This design comes from an exercise in tuning for small area, a short achievable clock period and few clock cycles per item on the open sky130 flow, not from production work.
No activity file was given, so power comes from the tool's default toggle rates.

==> module systolic_top, before the edit <==
module systolic_top (
    input  logic     clk,
    input  logic     rst_n,
    input  logic     wb_cyc,
    input  logic     wb_stb,
    input  logic     wb_we,
    input  logic [5:0]  wb_adr,
    input  logic [31:0] wb_dat_w,
    output logic [31:0] wb_dat_r,
    output logic     wb_ack
);
    logic        req;
    logic        wr;
    logic        start;
    logic        lock;
    assign req   = wb_cyc && wb_stb && !wb_ack;
    assign wr    = req && wb_we && !lock;
    assign start = wr && (wb_adr == 6'd32) && wb_dat_w[0];
    always_ff @(posedge clk or negedge rst_n) begin
        if (!rst_n) begin
            wb_ack <= 1'b0;
        end else begin
            wb_ack <= req;
        end
    end
    logic [15:0] a_mem [16];
    logic [7:0]  b_mem [16];
    logic [15:0] a_vld;
    logic [15:0] b_vld;
    always_ff @(posedge clk) begin
        if (wr && wb_adr[5:4] == 2'd0) begin
            a_mem[wb_adr[3:0]] <= wb_dat_w[15:0];
        end
        if (wr && wb_adr[5:4] == 2'd1) begin
            b_mem[wb_adr[3:0]] <= wb_dat_w[7:0];
        end
    end
    always_ff @(posedge clk or negedge rst_n) begin
        if (!rst_n) begin
            a_vld <= '0;
            b_vld <= '0;
        end else begin
            if (wr && wb_adr[5:4] == 2'd0) begin
                a_vld[wb_adr[3:0]] <= 1'b1;
            end
            if (wr && wb_adr[5:4] == 2'd1) begin
                b_vld[wb_adr[3:0]] <= 1'b1;
            end
        end
    end
    logic        run;
    logic [3:0]  fcnt;
    logic        op_v;
    logic        cs_v;
    logic        st_busy;
    logic        st_done;
    logic        c_vld;
    always_ff @(posedge clk or negedge rst_n) begin
        if (!rst_n) begin
            run     <= 1'b0;
            fcnt    <= '0;
            op_v    <= 1'b0;
            cs_v    <= 1'b0;
            st_busy <= 1'b0;
            st_done <= 1'b0;
            c_vld   <= 1'b0;
        end else begin
            op_v <= start || run;
            cs_v <= op_v;
            if (start) begin
                run     <= 1'b1;
                fcnt    <= 4'd1;
                st_busy <= 1'b1;
                st_done <= 1'b0;
                c_vld   <= 1'b1;
            end
            if (run) begin
                fcnt <= fcnt + 1'b1;
                if (fcnt == 4'd15) begin
                    run <= 1'b0;
                    st_busy <= 1'b0;
                    st_done <= 1'b1;
                end
            end
        end
    end
    assign lock = op_v || cs_v;
    logic [15:0] op_a [4];
    logic [15:0] op_one;
    logic [15:0] op_two;
    logic [15:0] op_neg;
    logic [3:0]  row_sel;
    logic [3:0]  col_sel;
    always_comb begin
        for (int x = 0; x < 4; x++) begin
            row_sel[x] = (fcnt[3:2] == 2'(x));
            col_sel[x] = (fcnt[1:0] == 2'(x));
        end
    end
    always_ff @(posedge clk) begin
        for (int k = 0; k < 4; k++) begin
            logic [15:0] a;
            logic        av;
            logic [7:0]  b;
            logic        bv;
            logic [8:0]  bx;
            a  = '0;
            av = 1'b0;
            b  = '0;
            bv = 1'b0;
            for (int x = 0; x < 4; x++) begin
                a  = a  | ({16{row_sel[x]}} & a_mem[4*x + k]);
                av = av | (row_sel[x] & a_vld[4*x + k]);
                b  = b  | ({8{col_sel[x]}} & b_mem[4*k + x]);
                bv = bv | (col_sel[x] & b_vld[4*k + x]);
            end
            op_a[k] <= a;
            bx = {((av && bv) ? b : 8'd0), 1'b0};
            for (int m = 0; m < 4; m++) begin
                op_one[4*k+m] <= bx[2*m+1] ^ bx[2*m];
                op_two[4*k+m] <= (bx[2*m+2] && !bx[2*m+1] && !bx[2*m]) ||
                                 (!bx[2*m+2] && bx[2*m+1] && bx[2*m]);
                op_neg[4*k+m] <= bx[2*m+2];
            end
        end
    end
    localparam int ROWS = 4;
    logic [ROWS*26-1:0] tree_rows;
    logic [ROWS*26-1:0] cs_rows;
    logic [25:0]        cs_sum;
    dot4_tree u_tree (
        .a0   (op_a[0]),
        .a1   (op_a[1]),
        .a2   (op_a[2]),
        .a3   (op_a[3]),
        .one  (op_one),
        .two  (op_two),
        .neg  (op_neg),
        .rows (tree_rows)
    );
    always_ff @(posedge clk) begin
        cs_rows <= tree_rows;
    end
    rows_add u_add (
        .rows (cs_rows),
        .sum  (cs_sum)
    );
    logic [25:0] c_q [16];
    always_ff @(posedge clk) begin
        if (cs_v) begin
            for (int e = 0; e < 15; e++) begin
                c_q[e] <= c_q[e+1];
            end
            c_q[15] <= cs_sum;
        end
    end
    logic [25:0] rd_d;
    logic [25:0] rd_q;
    logic [15:0] sel_a;
    logic [15:0] sel_b;
    logic [15:0] sel_c;
    always_comb begin
        for (int w = 0; w < 16; w++) begin
            sel_a[w] = (wb_adr == 6'(w)) && a_vld[w];
            sel_b[w] = (wb_adr == 6'(16 + w)) && b_vld[w];
            sel_c[w] = (wb_adr == 6'(48 + w)) && c_vld;
        end
        rd_d = '0;
        for (int w = 0; w < 16; w++) begin
            rd_d = rd_d | ({26{sel_a[w]}} & 26'($signed(a_mem[w])))
                        | ({26{sel_b[w]}} & 26'($signed(b_mem[w])))
                        | ({26{sel_c[w]}} & c_q[w]);
        end
        if (wb_adr == 6'd33) begin
            rd_d[1:0] = {st_done, st_busy};
        end
    end
    always_ff @(posedge clk) begin
        rd_q <= rd_d;
    end
    assign wb_dat_r = {{6{rd_q[25]}}, rd_q};
endmodule
clock: 10.0 ns
lec_check: 0
abc_clock_period_in_ps: 3000
cap_margin: 20
core_margin: 2
core_utilization: 40
cts_cluster_diameter: 120
cts_cluster_size: 24
slew_margin: 20
standard.sh (not shown) runs the stock make flow with config.mk's settings and CLKGATE_MAP_FILE= SYNTH_SCRIPT=/design/flow/synth_recipe.tcl, a recipe that flattens the netlist after the stock synthesis.
==> flow/flow/run.sh <==
#!/bin/bash
set -euo pipefail
bash standard.sh SETUP_SLACK_MARGIN=6.5 finish > standard_flow.log 2>&1
The baseline completed without violations.
Change:
--- a/flow/design.v
+++ b/flow/design.v
@@ -845,34 +845,51 @@
         if (!rst_n) begin
             wb_ack <= 1'b0;
         end else begin
             wb_ack <= req;
         end
     end
+    logic        w_a;
+    logic        w_b;
+    logic [3:0]  w_idx;
+    logic [15:0] w_dat;
+    always_ff @(posedge clk or negedge rst_n) begin
+        if (!rst_n) begin
+            w_a <= 1'b0;
+            w_b <= 1'b0;
+        end else begin
+            w_a <= wr && wb_adr[5:4] == 2'd0;
+            w_b <= wr && wb_adr[5:4] == 2'd1;
+        end
+    end
+    always_ff @(posedge clk) begin
+        w_idx <= wb_adr[3:0];
+        w_dat <= wb_dat_w[15:0];
+    end
     logic [15:0] a_mem [16];
     logic [7:0]  b_mem [16];
     logic [15:0] a_vld;
     logic [15:0] b_vld;
     always_ff @(posedge clk) begin
-        if (wr && wb_adr[5:4] == 2'd0) begin
-            a_mem[wb_adr[3:0]] <= wb_dat_w[15:0];
+        if (w_a) begin
+            a_mem[w_idx] <= w_dat;
         end
-        if (wr && wb_adr[5:4] == 2'd1) begin
-            b_mem[wb_adr[3:0]] <= wb_dat_w[7:0];
+        if (w_b) begin
+            b_mem[w_idx] <= w_dat[7:0];
         end
     end
     always_ff @(posedge clk or negedge rst_n) begin
         if (!rst_n) begin
             a_vld <= '0;
             b_vld <= '0;
         end else begin
-            if (wr && wb_adr[5:4] == 2'd0) begin
-                a_vld[wb_adr[3:0]] <= 1'b1;
+            if (w_a) begin
+                a_vld[w_idx] <= 1'b1;
             end
-            if (wr && wb_adr[5:4] == 2'd1) begin
-                b_vld[wb_adr[3:0]] <= 1'b1;
+            if (w_b) begin
+                b_vld[w_idx] <= 1'b1;
             end
         end
     end
     logic        run;
     logic [3:0]  fcnt;
     logic        op_v;
@@ -968,30 +985,38 @@
     end
     rows_add u_add (
         .rows (cs_rows),
         .sum  (cs_sum)
     );
     logic [25:0] c_q [16];
+    logic        cs_first;
+    logic [3:0]  c_ofs;
+    logic [3:0]  c_elem [16];
     always_ff @(posedge clk) begin
-        if (cs_v) begin
-            for (int e = 0; e < 15; e++) begin
-                c_q[e] <= c_q[e+1];
-            end
-            c_q[15] <= cs_sum;
+        for (int e = 0; e < 15; e++) begin
+            c_q[e] <= c_q[e+1];
+        end
+        c_q[15] <= cs_v ? cs_sum : c_q[0];
+        cs_first <= op_v && !cs_v;
+        c_ofs    <= cs_first ? 4'd0 : c_ofs + 1'b1;
+    end
+    always_comb begin
+        for (int w = 0; w < 16; w++) begin
+            c_elem[w] = 4'(w + 1) + c_ofs;
         end
     end
     logic [25:0] rd_d;
     logic [25:0] rd_q;
     logic [15:0] sel_a;
     logic [15:0] sel_b;
     logic [15:0] sel_c;
     always_comb begin
         for (int w = 0; w < 16; w++) begin
             sel_a[w] = (wb_adr == 6'(w)) && a_vld[w];
             sel_b[w] = (wb_adr == 6'(16 + w)) && b_vld[w];
-            sel_c[w] = (wb_adr == 6'(48 + w)) && c_vld;
+            sel_c[w] = (wb_adr[5:4] == 2'd3) && (wb_adr[3:0] == c_elem[w]) && c_vld;
         end
         rd_d = '0;
         for (int w = 0; w < 16; w++) begin
             rd_d = rd_d | ({26{sel_a[w]}} & 26'($signed(a_mem[w])))
                         | ({26{sel_b[w]}} & 26'($signed(b_mem[w])))
                         | ({26{sel_c[w]}} & c_q[w]);
What happened:
- The new run finished clean
- flip-flop and latch count is higher by 27
- hold slack degrades by 0.042 ns
- die area is lower by 5.3%
- wire length is lower by 7.0%
- setup slack degrades by 0.11 ns
- clock-buffer cell count is lower by 13
- sequential share of layout area is lower by 3.8 points
- power stays flat
- sequential power is lower by about 3%
- final area is lower by 5.3%
- register-to-register slack improves by 0.28 ns
No run of this note included a check of the RTL's function; only the layout flow was run.

## port drivers added, routing unchanged
In the flow no input, the clock included, has a driving cell. The finished layouts below were timed again as built, in two steps.
Step 1 assumes that a clkbuf_16 drives the clock port and a buf_2 every other input.
Step 2 times the ports against the registers' clock, not the clock port: input delays grow and output delays shrink by t, the midpoint of the rising clock arrivals with the driver on.
Slacks: ideal / step 1 / step 2; pairs: ideal / step 1.
run	shift t [ns]	setup slack, ns	worst data-port slew with drivers (ns)	cell pins on the clock port's net
the first run	0.742	6.287 / 6.287 / 5.639	0.16	1
the second run	0.732	6.172 / 6.209 / 5.476	0.07	1
After both steps every run listed still meets setup and hold. For the second run, which loses most, drivers alone change the setup slack by +0.037 ns; drivers and shift together by -0.696 ns.
